From an optimization exercise on the open Yosys and OpenROAD flow, aimed at a short achievable clock period and few clock cycles per item; shortcuts taken in it are not production practice. In this exercise RTL edits were held to simulation tests only and were not proved equivalent to the original. Power is estimated from default activity; no workload was simulated.

### design/flow/config.mk
export PLATFORM = sky130hd
export DESIGN_NAME = load_store_traffic_generator
export DESIGN_NICKNAME = load_store_traffic_generator
export VERILOG_FILES = /design/flow/design.v
export SDC_FILE = /design/flow/constraint.sdc
export NUM_CORES = 4
export LEC_CHECK = 0
export CAP_MARGIN = 20
export CORE_MARGIN = 2
export CORE_UTILIZATION = 40
export PLACE_DENSITY = 0.6
export SLEW_MARGIN = 20
### design/flow/constraint.sdc
create_clock -name core_clock -period 10.0 [get_ports {clk}]
set_input_delay 2.0000 -clock core_clock [delete_from_list [all_inputs] [get_ports {clk}]]
set_output_delay 2.0000 -clock core_clock [all_outputs]
set_load 0.01 [all_outputs]
### design/flow/design.v
`timescale 1ns / 1ps
package lstg_pkg;
  localparam logic [1:0] CMD_START  = 2'd0;
  localparam logic [1:0] CMD_ISSUE  = 2'd1;
  localparam logic [1:0] CMD_RESP   = 2'd2;
  localparam logic [1:0] CMD_STATUS = 2'd3;
  localparam logic [2:0] REG_BASE     = 3'd0;
  localparam logic [2:0] REG_MODE     = 3'd1;
  localparam logic [2:0] REG_COUNT    = 3'd2;
  localparam logic [2:0] REG_DO_LOADS = 3'd3;
  localparam logic [2:0] REG_LINE     = 3'd4;
  localparam logic [2:0] MODE_FIXED  = 3'd0;
  localparam logic [2:0] MODE_NEXT   = 3'd1;
  localparam logic [2:0] MODE_SEQ    = 3'd2;
  localparam logic [2:0] MODE_RANDOM = 3'd3;
  localparam logic [2:0] MODE_WTR    = 3'd4;
  localparam logic [63:0] BASE_RESET     = 64'h0000_0000_B490_0000;
  localparam logic [2:0]  MODE_RESET     = MODE_SEQ;
  localparam logic [12:0] COUNT_RESET    = 13'd16;
  localparam logic        DO_LOADS_RESET = 1'b1;
  localparam logic [12:0] LINE_RESET     = 13'd64;
  localparam logic [12:0] MAX_ACCESSES = 13'd4096;
  localparam logic [15:0] LFSR_SEED    = 16'hACE1;
  localparam logic [3:0]  STATUS_DONE  = 4'd12;
  localparam int CREDITS = 4;
  localparam int ENG_LAT = 3;
endpackage
`timescale 1ns / 1ps
module lstg_front #(
  parameter int DEPTH = 3
) (
  input  logic       clk,
  input  logic       rst_n,
  input  logic       push,
  input  logic [3:0] push_cmd,    
  input  logic       pop,
  output logic       head_valid,
  output logic [3:0] head_cmd
);
  localparam int PTR_W = (DEPTH > 1) ? $clog2(DEPTH) : 1;
  localparam int CNT_W = $clog2(DEPTH + 1);
  logic [3:0]       slot_r [DEPTH];
  logic [PTR_W-1:0] wr_ptr_r, rd_ptr_r;
  logic [CNT_W-1:0] cnt_r;
  logic             hv_r;
  logic [3:0]       head_r;
  logic             load_head, t_empty, t_push, t_pop;
  assign t_empty   = (cnt_r == '0);
  assign load_head = !hv_r || pop;
  assign t_pop     = load_head && !t_empty;
  assign t_push    = push && !(load_head && t_empty);
  always_ff @(posedge clk) begin
    if (!rst_n) begin
      hv_r     <= 1'b0;
      cnt_r    <= '0;
      wr_ptr_r <= '0;
      rd_ptr_r <= '0;
    end else begin
      if (load_head) hv_r <= !t_empty || push;
      if (t_pop) rd_ptr_r <= (rd_ptr_r == PTR_W'(DEPTH - 1)) ? '0 : rd_ptr_r + PTR_W'(1);
      if (t_push) wr_ptr_r <= (wr_ptr_r == PTR_W'(DEPTH - 1)) ? '0 : wr_ptr_r + PTR_W'(1);
      cnt_r <= cnt_r + CNT_W'(t_push) - CNT_W'(t_pop);
    end
  end
  always_ff @(posedge clk) begin
    if (load_head) head_r <= t_empty ? push_cmd : slot_r[rd_ptr_r];
    if (t_push) slot_r[wr_ptr_r] <= push_cmd;
  end
  assign head_valid = hv_r;
  assign head_cmd   = head_r;
endmodule
`timescale 1ns / 1ps
module lstg_queue #(
  parameter int DEPTH = 3
) (
  input  logic        clk,
  input  logic        rst_n,
  input  logic        in_valid,
  input  logic [71:0] in_data,
  output logic        out_tvalid,
  input  logic        out_tready,
  output logic [71:0] out_tdata
);
  localparam int PTR_W = (DEPTH > 1) ? $clog2(DEPTH) : 1;
  localparam int CNT_W = $clog2(DEPTH + 1);
  logic [71:0]      slot_r [DEPTH];
  logic [PTR_W-1:0] wr_ptr_r, rd_ptr_r;
  logic [CNT_W-1:0] cnt_r;
  logic             ov_r;
  logic [71:0]      o_r;
  logic             load_o, f_empty, f_push, f_pop;
  logic [71:0]      cand;
  assign f_empty = (cnt_r == '0);
  assign load_o  = !ov_r || out_tready;
  assign f_pop   = load_o && !f_empty;
  assign f_push  = in_valid && !(load_o && f_empty);
  assign cand    = f_empty ? in_data : slot_r[rd_ptr_r];
  always_ff @(posedge clk) begin
    if (!rst_n) begin
      ov_r     <= 1'b0;
      cnt_r    <= '0;
      wr_ptr_r <= '0;
      rd_ptr_r <= '0;
    end else begin
      if (load_o) ov_r <= !f_empty || in_valid;
      if (f_pop) rd_ptr_r <= (rd_ptr_r == PTR_W'(DEPTH - 1)) ? '0 : rd_ptr_r + PTR_W'(1);
      if (f_push) wr_ptr_r <= (wr_ptr_r == PTR_W'(DEPTH - 1)) ? '0 : wr_ptr_r + PTR_W'(1);
      cnt_r <= cnt_r + CNT_W'(f_push) - CNT_W'(f_pop);
    end
  end
  always_ff @(posedge clk) begin
    if (load_o) o_r <= cand;
    if (f_push) slot_r[wr_ptr_r] <= in_data;
  end
  assign out_tvalid = ov_r;
  assign out_tdata  = o_r;
endmodule
`timescale 1ns / 1ps
module lstg_back (
  input  logic        clk,
  input  logic        rst_n,
  input  logic [63:0] base,
  input  logic [2:0]  mode,
  input  logic [12:0] count,
  input  logic        do_loads,
  input  logic [12:0] line,
  input  logic        cfg_wr,
  input  logic        head_valid,
  input  logic [3:0]  head_cmd,
  output logic        pop,
  output logic        res_valid,
  output logic [71:0] res_data
);
  localparam int EW = (lstg_pkg::ENG_LAT > 1) ? $clog2(lstg_pkg::ENG_LAT + 1) : 1;
  logic [13:0] n_c, total_c;
  logic        wtr, rnd;
  always_comb begin
    if (count == '0)                            n_c = 14'd1;
    else if (count > lstg_pkg::MAX_ACCESSES)    n_c = {1'b0, lstg_pkg::MAX_ACCESSES};
    else                                        n_c = {1'b0, count};
  end
  assign wtr     = (mode == lstg_pkg::MODE_WTR);
  assign rnd     = (mode == lstg_pkg::MODE_RANDOM);
  assign total_c = wtr ? {n_c[12:0], 1'b0} : n_c;
  logic [13:0] n_r, total_r;
  logic [63:0] nxt_r;    
  always_ff @(posedge clk) begin
    if (!rst_n) begin
      n_r     <= {1'b0, lstg_pkg::COUNT_RESET};
      total_r <= {1'b0, lstg_pkg::COUNT_RESET};
      nxt_r   <= lstg_pkg::BASE_RESET + {51'd0, lstg_pkg::LINE_RESET};
    end else begin
      n_r     <= n_c;
      total_r <= total_c;
      nxt_r   <= base + {51'd0, line};
    end
  end
  logic        ph_idle_r, ph_run_r, ph_wait_r, ph_done_r;
  logic [13:0] issued_r, recv_r, wrecv_r;
  logic        held_r;
  logic [63:0] held_addr_r;
  logic [15:0] lfsr_r;
  logic        ci_r;     
  logic        ieq_r;    
  logic        ige_r;    
  logic        wlt_r;    
  logic        wge_r;    
  logic        rge_r;    
  logic [63:0] nfs_r;
  logic [63:0] a0_r;
  logic [25:0] rj_r [1:12];
  logic        vseq_r, vrnd_r;
  logic [EW-1:0] eng_cnt_r;
  logic [13:0] idxs;
  logic [12:0] idxr;
  logic [19:0] e1_slo_r, e1_shi_r;
  logic [19:0] e1_rlo_r [0:12];
  logic [18:0] e1_rhi_r [0:12];
  logic [26:0] e2_s_r;
  logic [25:0] e2_r_r [0:12];
  logic        eng_done;
  assign idxs = !wtr ? issued_r : (issued_r >= n_c) ? issued_r - n_c : issued_r;
  assign idxr = lfsr_r[12:0];
  always_ff @(posedge clk) begin
    e1_slo_r <= {13'd0, idxs[6:0]} * {7'd0, line};
    e1_shi_r <= {13'd0, idxs[13:7]} * {7'd0, line};
    e2_s_r   <= {7'd0, e1_slo_r} + {e1_shi_r, 7'd0};
    for (int j = 0; j <= 12; j++) begin
      e1_rlo_r[j] <= {13'd0, 7'(idxr >> j)} * {7'd0, line};
      e1_rhi_r[j] <= {13'd0, 6'(idxr >> (j + 7))} * {6'd0, line};
      e2_r_r[j]   <= {6'd0, e1_rlo_r[j]} + {e1_rhi_r[j], 7'd0};
    end
  end
  assign eng_done = (eng_cnt_r == EW'(1));
  always_ff @(posedge clk) begin
    if (!rst_n || cfg_wr) begin
      eng_cnt_r <= EW'(lstg_pkg::ENG_LAT);
    end else if (eng_cnt_r != '0) begin
      eng_cnt_r <= eng_cnt_r - EW'(1);
    end
  end
  logic [1:0]  cmd;
  logic        pa, rw;
  logic        is_start, is_issue, is_resp;
  logic        stall;
  logic        ev_start, vi, acc, form, rsp, wr, bad;
  logic        to_run, to_wait, to_done, finished;
  logic [63:0] fa, addr_use;
  logic [15:0] lfsr_step;
  logic        step_rnd;
  assign cmd      = head_cmd[1:0];
  assign pa       = head_cmd[2];
  assign rw       = head_cmd[3];
  assign is_start = (cmd == lstg_pkg::CMD_START);
  assign is_issue = (cmd == lstg_pkg::CMD_ISSUE);
  assign is_resp  = (cmd == lstg_pkg::CMD_RESP);
  assign stall = is_issue && (!vseq_r || (rnd && !vrnd_r));
  assign pop   = head_valid && !stall;
  assign ev_start = pop && is_start && (ph_idle_r || ph_done_r);
  assign vi       = pop && is_issue && ph_run_r && ci_r;
  assign acc      = vi && pa;
  assign form     = vi && !held_r;
  assign rsp      = pop && is_resp && (ph_run_r || ph_wait_r);
  assign wr       = rsp && rw;
  assign bad      = pop && is_resp && ph_idle_r;
  assign to_wait  = acc && wtr && ieq_r && wlt_r;
  assign to_done  = rsp && rge_r;
  assign to_run   = ev_start || (wr && ph_wait_r && wge_r && !rge_r);
  assign finished = to_done || (ph_done_r && !ev_start);
  always_comb begin
    case (mode)
      lstg_pkg::MODE_NEXT:   fa = nxt_r;
      lstg_pkg::MODE_SEQ:    fa = nfs_r;
      lstg_pkg::MODE_RANDOM: fa = a0_r;
      lstg_pkg::MODE_WTR:    fa = nfs_r;
      default:               fa = base;
    endcase
  end
  assign addr_use = held_r ? held_addr_r : fa;
  assign lfsr_step = {lfsr_r[0] ^ lfsr_r[2] ^ lfsr_r[3] ^ lfsr_r[5], lfsr_r[15:1]};
  assign step_rnd  = form && rnd;
  assign res_valid           = pop;
  assign res_data[0]         = vi;
  assign res_data[64:1]      = vi ? addr_use : 64'd0;
  assign res_data[65]        = vi && (wtr ? ige_r : do_loads);
  assign res_data[69:66]     = finished ? lstg_pkg::STATUS_DONE : 4'd0;
  assign res_data[70]        = finished;
  assign res_data[71]        = bad;
  logic ci_cur, ieq_cur, ige_cur, wlt_cur, wge_cur, rge_cur;
  logic ci_inc, ieq_inc, ige_inc, wlt_inc, wge_inc, rge_inc;
  logic ieq_z, wge_z, rge_z;
  assign ci_cur  = issued_r < total_c;
  assign ieq_cur = (issued_r + 14'd1) == n_c;
  assign ige_cur = issued_r >= n_c;
  assign wlt_cur = wrecv_r < n_c;
  assign wge_cur = ({1'b0, wrecv_r} + 15'd1) >= {1'b0, n_c};
  assign rge_cur = ({1'b0, recv_r} + 15'd1) >= {1'b0, total_c};
  assign ci_inc  = ({1'b0, issued_r} + 15'd1) < {1'b0, total_r};
  assign ieq_inc = ({1'b0, issued_r} + 15'd2) == {1'b0, n_r};
  assign ige_inc = ({1'b0, issued_r} + 15'd1) >= {1'b0, n_r};
  assign wlt_inc = ({1'b0, wrecv_r} + 15'd1) < {1'b0, n_r};
  assign wge_inc = ({1'b0, wrecv_r} + 15'd2) >= {1'b0, n_r};
  assign rge_inc = ({1'b0, recv_r} + 15'd2) >= {1'b0, total_r};
  assign ieq_z = (n_r == 14'd1);
  assign wge_z = (n_r == 14'd1);
  assign rge_z = (total_r == 14'd1);
  always_ff @(posedge clk) begin
    if (!rst_n) begin
      ph_idle_r <= 1'b1;
      ph_run_r  <= 1'b0;
      ph_wait_r <= 1'b0;
      ph_done_r <= 1'b0;
      issued_r  <= '0;
      recv_r    <= '0;
      wrecv_r   <= '0;
      held_r    <= 1'b0;
      lfsr_r    <= lstg_pkg::LFSR_SEED;
      ci_r      <= 1'b1;
      ieq_r     <= (lstg_pkg::COUNT_RESET == 13'd1);
      ige_r     <= 1'b0;
      wlt_r     <= 1'b1;
      wge_r     <= (lstg_pkg::COUNT_RESET == 13'd1);
      rge_r     <= (lstg_pkg::COUNT_RESET == 13'd1);
      vseq_r    <= 1'b0;
      vrnd_r    <= 1'b0;
    end else begin
      if (to_done) begin
        ph_idle_r <= 1'b0; ph_run_r <= 1'b0; ph_wait_r <= 1'b0; ph_done_r <= 1'b1;
      end else if (to_run) begin
        ph_idle_r <= 1'b0; ph_run_r <= 1'b1; ph_wait_r <= 1'b0; ph_done_r <= 1'b0;
      end else if (to_wait) begin
        ph_idle_r <= 1'b0; ph_run_r <= 1'b0; ph_wait_r <= 1'b1; ph_done_r <= 1'b0;
      end
      if (ev_start) begin
        issued_r <= '0;
        ci_r     <= 1'b1;
        ieq_r    <= ieq_z;
        ige_r    <= 1'b0;
      end else if (acc) begin
        issued_r <= issued_r + 14'd1;
        ci_r     <= ci_inc;
        ieq_r    <= ieq_inc;
        ige_r    <= ige_inc;
      end else begin
        ci_r     <= ci_cur;
        ieq_r    <= ieq_cur;
        ige_r    <= ige_cur;
      end
      if (ev_start) begin
        recv_r <= '0;
        rge_r  <= rge_z;
      end else if (rsp) begin
        recv_r <= recv_r + 14'd1;
        rge_r  <= rge_inc;
      end else begin
        rge_r  <= rge_cur;
      end
      if (ev_start) begin
        wrecv_r <= '0;
        wlt_r   <= 1'b1;
        wge_r   <= wge_z;
      end else if (wr) begin
        wrecv_r <= wrecv_r + 14'd1;
        wlt_r   <= wlt_inc;
        wge_r   <= wge_inc;
      end else begin
        wlt_r   <= wlt_cur;
        wge_r   <= wge_cur;
      end
      if (ev_start || to_done) held_r <= 1'b0;
      else if (vi)             held_r <= !pa;
      if (step_rnd) lfsr_r <= lfsr_step;
      if (cfg_wr) begin
        vseq_r <= 1'b0;
        vrnd_r <= 1'b0;
      end else begin
        if (ev_start || eng_done) vseq_r <= 1'b1;
        if (eng_done)             vrnd_r <= 1'b1;
      end
    end
  end
  always_ff @(posedge clk) begin
    if (vi) held_addr_r <= addr_use;
    if (ev_start) begin
      nfs_r <= base;
    end else if (eng_done && !vseq_r) begin
      nfs_r <= base + {37'd0, e2_s_r};
    end else if (acc) begin
      nfs_r <= (wtr && ieq_r) ? base : nfs_r + {51'd0, line};
    end
    if (eng_done) begin
      a0_r <= base + {38'd0, e2_r_r[0]};
      for (int j = 1; j <= 12; j++) rj_r[j] <= e2_r_r[j];
    end else if (step_rnd) begin
      a0_r <= base + {38'd0, rj_r[1]} + (lfsr_r[13] ? {38'd0, 1'b0, line, 12'd0} : 64'd0);
      for (int j = 1; j <= 11; j++) begin
        rj_r[j] <= rj_r[j + 1] + (lfsr_r[13] ? 26'({line, 12'd0} >> j) : 26'd0);
      end
      rj_r[12] <= lfsr_r[13] ? {13'd0, line} : 26'd0;
    end
  end
endmodule
`timescale 1ns / 1ps
module load_store_traffic_generator (
  input  logic        clk,
  input  logic        rst_n,
  input  logic        in_tvalid,
  output logic        in_tready,
  input  logic [7:0]  in_tdata,    
  output logic        out_tvalid,
  input  logic        out_tready,
  output logic [71:0] out_tdata,   
  input  logic        cfg_valid,
  output logic        cfg_ready,
  input  logic [2:0]  cfg_index,
  input  logic [63:0] cfg_data
);
  localparam int CW = $clog2(lstg_pkg::CREDITS + 1);
  logic [63:0] base_r;
  logic [2:0]  mode_r;
  logic [12:0] count_r;
  logic        loads_r;
  logic [12:0] line_r;
  assign cfg_ready = 1'b1;
  always_ff @(posedge clk) begin
    if (!rst_n) begin
      base_r  <= lstg_pkg::BASE_RESET;
      mode_r  <= lstg_pkg::MODE_RESET;
      count_r <= lstg_pkg::COUNT_RESET;
      loads_r <= lstg_pkg::DO_LOADS_RESET;
      line_r  <= lstg_pkg::LINE_RESET;
    end else if (cfg_valid) begin
      case (cfg_index)
        lstg_pkg::REG_BASE:     base_r  <= cfg_data;
        lstg_pkg::REG_MODE:     mode_r  <= cfg_data[2:0];
        lstg_pkg::REG_COUNT:    count_r <= cfg_data[12:0];
        lstg_pkg::REG_DO_LOADS: loads_r <= cfg_data[0];
        lstg_pkg::REG_LINE:     line_r  <= cfg_data[12:0];
        default: ;
      endcase
    end
  end
  logic [CW-1:0] owed_r;
  logic          ready_r;
  logic          acc_in, take;
  assign acc_in = in_tvalid && ready_r;
  assign take   = out_tvalid && out_tready;
  always_ff @(posedge clk) begin
    if (!rst_n) begin
      owed_r  <= '0;
      ready_r <= 1'b1;
    end else begin
      owed_r <= owed_r + CW'(acc_in) - CW'(take);
      if (acc_in && !take)      ready_r <= (owed_r < CW'(lstg_pkg::CREDITS - 1));
      else if (!acc_in && take) ready_r <= 1'b1;
      else                      ready_r <= (owed_r < CW'(lstg_pkg::CREDITS));
    end
  end
  assign in_tready = ready_r;
  logic        head_valid;
  logic [3:0]  head_cmd;
  logic        pop;
  logic        res_valid;
  logic [71:0] res_data;
  lstg_front #(
    .DEPTH (lstg_pkg::CREDITS - 1)
  ) u_front (
    .clk        (clk),
    .rst_n      (rst_n),
    .push       (acc_in),
    .push_cmd   (in_tdata[3:0]),
    .pop        (pop),
    .head_valid (head_valid),
    .head_cmd   (head_cmd)
  );
  lstg_back u_back (
    .clk        (clk),
    .rst_n      (rst_n),
    .base       (base_r),
    .mode       (mode_r),
    .count      (count_r),
    .do_loads   (loads_r),
    .line       (line_r),
    .cfg_wr     (cfg_valid),
    .head_valid (head_valid),
    .head_cmd   (head_cmd),
    .pop        (pop),
    .res_valid  (res_valid),
    .res_data   (res_data)
  );
  lstg_queue #(
    .DEPTH (lstg_pkg::CREDITS - 1)
  ) u_queue (
    .clk        (clk),
    .rst_n      (rst_n),
    .in_valid   (res_valid),
    .in_data    (res_data),
    .out_tvalid (out_tvalid),
    .out_tready (out_tready),
    .out_tdata  (out_tdata)
  );
endmodule
### design/flow/run.sh
#!/bin/bash
# synth_recipe.tcl (not shown) runs the flow's synth.tcl, then flattens the netlist and writes it again
# the make line also repeats each setting of config.mk as NAME=value (left out here)
make -C /OpenROAD-flow-scripts/flow DESIGN_CONFIG=/design/flow/config.mk WORK_HOME=/design/flow/orfs CLKGATE_MAP_FILE= SYNTH_SCRIPT=/design/flow/synth_recipe.tcl finish
==> notes.md <==
power breakdown:
group	switching [mW]	internal (mW)	leakage, nW
combinational	1.71	1.09	31.8
sequential	0.422	7.28	13.9
clock	2.90	3.93	3.00
total	5.03	12.3	48.8
flip-flops by register name, indices dropped and copies added, names as in the netlist, 64 cells and up, named ones only:
register	flops
u_back.e2_r_r	263
u_back.rj_r	237
u_queue.slot_r	204
u_back.e1_rlo_r	154
u_back.e1_rhi_r	84
u_queue.o_r	68
base_r	64
u_back.a0_r	64
u_back.held_addr_r	64
u_back.nfs_r	64
u_back.nxt_r	64
worst min path at each step:
stage                     slack (ns)                     endpoint
after CTS                       0.27  u_back.e2_r_r[4][1]$_DFF_P_
final                           0.30  u_back.e2_r_r[4][1]$_DFF_P_
after detailed placement        0.31  u_back.e2_r_r[2][6]$_DFF_P_
after global placement          0.31  u_back.e2_r_r[6][3]$_DFF_P_
after global routing            0.29  u_back.e2_r_r[4][1]$_DFF_P_
after floorplan                 0.31  u_back.e2_r_r[0][0]$_DFF_P_
layout make-up:
| class | count | area share [%] |
|---|---|---|
| clock inverters | 97 | 1.03 |
| multi-input cells | 7492 | 51.5 |
| flip-flops and latches | 1565 | 34.2 |
| inverters | 863 | 2.88 |
| repair buffers | 285 | 2.25 |
| clock buffers | 236 | 4.41 |
| diodes | 9 | 0.0200 |
| well taps | 3348 | 3.72 |
metrics by stage:
step	std cells	worst slack (ns)
floorplan	10400	0.678
global placement	13600	0.970
detailed placement	13600	0.998
CTS	13900	0.922
global route	13900	0.391
finish	13900	0.844
cells in the mapped netlist (all sizes together) (14+ instances only):
library cell	instances	area share (%)
nor2	686	2.5
nand4	76	0.47
a211oi	63	0.47
and2	182	1.1
o21a	83	0.61
edfxtp	717	21
a21o	138	1.0
a21boi	63	0.47
o41ai	16	0.14
xnor2	429	3.7
fa	513	10
a21oi	716	3.5
o2111ai	21	0.18
and3	93	0.57
nor2b	98	0.60
nor3	164	0.83
a31oi	61	0.38
a22oi	76	0.56
xor2	237	2.0
buf	72	0.32
or4	14	0.11
nand3	180	0.89
o22ai	50	0.31
o21ai	581	2.9
nor4	31	0.19
clkbuf	390	1.4
and4	25	0.22
o211ai	50	0.38
or2	28	0.18
nand2	1018	3.8
mux2	100	1.1
inv	860	3.2
mux2i	235	2.3
dfxtp	848	17
a211o	26	0.22
o31ai	97	0.72
a2111oi	27	0.23
nor3b	17	0.13
a311oi	24	0.21
nand2b	104	0.64
o22a	35	0.30
o21bai	49	0.36
ha	878	11
or3	70	0.43
worst reg2reg max path, delay by kind of cell (launching register included):
kind                       cells  cell delay (ns)
AOI/OAI and AO/OA             13             3.50
adders and majority gates      7             3.15
buffers and inverters          7             0.91
and+or+nand+nor                4             0.91
DFF                            1             0.33
muxes                          1             0.13
xor gates and xnor gates       1             0.13
cell families (layout without fill, tap and decap cells):
logic type                 Yosys count  after routing  share of synthesized area (%)
xor gates and xnor gates           666            666                           5.75
and+or+nand+nor                   2809           2809                           12.9
AOI/OAI and AO/OA                 2287           2287                           14.0
other                                2             12                        0.00741
buffers and inverters             1325           1481                           4.96
DFF                               1565           1565                           38.0
adders and majority gates         1392           1392                           21.0
muxes                              335            335                           3.43
per-layer routing:
| metal | global-route usage [%] | routed length (um) | up-vias |
|---|---|---|---|
| li1 | - | - | 36200 |
| met3 | 3.30 | 20500 | 617 |
| met4 | 10.0 | 14100 | 8 |
| met1 | 33.4 | 142000 | 38100 |
| met2 | 39.7 | 146000 | 2756 |
| met5 | 0 | 50 | - |
==> out/results.tsv <==
metric	value	unit
status	timing/DRC/antenna clean	
post-layout net count	11900	
most frequent cells in the layout	nand2_1, ha_1, inv_1, dfxtp_1, edfxtp_1	
count of cell types in the netlist	95	
wire length per cell	23.2	um
HP Start	u_back.e1_rlo_r[4][1]$_DFF_P_	
total wire length	323	mm
worst relative slew slack	22.2	%
CP max stage delay	0.67	ns
Min Hold Slack	0.295	ns
post-route ant nets	0	
vias per cell	5.59	
path type of the worst min-delay path	flip-flop to flip-flop	
multi-input logic area	58000	um^2
Final period util	91.6	%
Storage cell area	38500	um^2
Final Util	44.8	%
Hold Violations, Final	0	
Longest Clk Path Bufs	3	
setup bufs post-CTS	0	
dominant synthesized flop cell	dfxtp_1	
chip height	507	um
minimum setup slack among reg-to-reg paths	0.84	ns
pin count of the biggest net entering global routing	183	
number of remaining DRC errors	0	
hpwl dp	242	mm
I/O Buffers	147	
CTS tree	yes	
commonest non-fill, non-tap cell in the layout	nand2_1	
die span in x	507	um
CTS Buf Count	177	
CTS resizes	0	
die area	258000	um^2
sequential share of the synthesized area	38.0	%
Post-Synthesis Cells	10400	
initial antenna violation count	22	
number of global-route vias before repair	77600	
flops & latches, synth	1565	
Worst path depth	33	
Clock Latency Late Sink	0.87	ns
Max rail drop VDD	181	uV
PD cells	154	nW/um^2
CP endpoint kind	flip-flop	
worst r2r src	count_r[4]$_SDFFE_PN1P_	
core area	252000	um^2
crit-path most repeated cell	fa_1	
asr flop ratio synth	0	%
worst r2r dst	u_back.e1_shi_r[18]$_DFF_P_	
DP Area	106000	um^2
Synth Cell Area	101000	um^2
Setup TNS	0	ns
Worst-Margin Slew	1.16	ns
Slowest cell on crit path	o41ai_1	
DRT iter0 DRCs	6838	
fin area	113000	um^2
CP Launch Point	count_r[4]$_SDFFE_PN1P_	
total congestion overflow	0	
Worst Skew	0.0681	ns
CP top delay family	compound AO/OA/AOI/OAI gates	
layout cells sized above 1	5.76	%
total track usage	24.7	%
signal arrival time at the worst endpoint	9.86	ns
crit path capture	u_back.e1_shi_r[18]$_DFF_P_	
critical path type	flip-flop to flip-flop	
CP max FO	13	
Startpoint Class	flip-flop	
CTS root buffer	clkbuf_16	
Max Cap Viol	0	
CTS sink cnt	1565	
unrepaired setup endpoints after global routing	no	
Lkg Pwr	48.8	nW
CP Data Required Time	10.70	ns
# IOs	155	
global-route wire length before repair	483	mm
final setup vio count	0	
site row count	184	
Pwr Total	17.3	mW
clk slew on worst S/H paths	0.06	ns
GPL Wtd Cong	0.933	
hold_buf cts	0	
FILL cells	23800	
CP bufs+invs	7	
Area Growth Syn to Fin	11.1	%
number of synthesized flops with an enable pin	717	
Period minus WS final	9.16	ns
Hold Path Depth	0	
starting density of the core	40.3	%
Max Freq	109	MHz
Final Max Tran Viols	0	
H-tree Lvls	4	
FF-to-FF path depth	33	
yosys warns	8	
via count	77700	
drt pass-1 iters	7	
syn avg cell area	9.77	um^2
Testbench counts, summed over its fixed seeds: cycles 56,584, items 53,091.

-- re-timing with driven ports --
No port has a modelled driver above. Below, the same layout with a new extraction and two added sets of constraints. Step 1 sets driving cells, clkbuf_16 on the clock port and buf_2 on the other inputs (assumed; they add their load-dependent delay and slew). Step 2 moves the port delays by t, midway between the first and last clock arrival at a register: inputs arrive t later, outputs are due t later. That takes back most of the time a late clock gives input paths. a / b / c = ideal ports / drivers / drivers and shift; a / b = the first two.
t (ns): 0.922
slack for setup (ns): 0.844 / 0.844 / 0.844
latest minus earliest clock arrival (ns): 0.070 / 0.070
worst slew at a driven data input, ns: 0.15
pins driven straight from the clock port: 1
After both steps this run still meets setup and hold. The setup slack of this run moves by 0.000 ns with the drivers and by 0.000 ns with both steps.
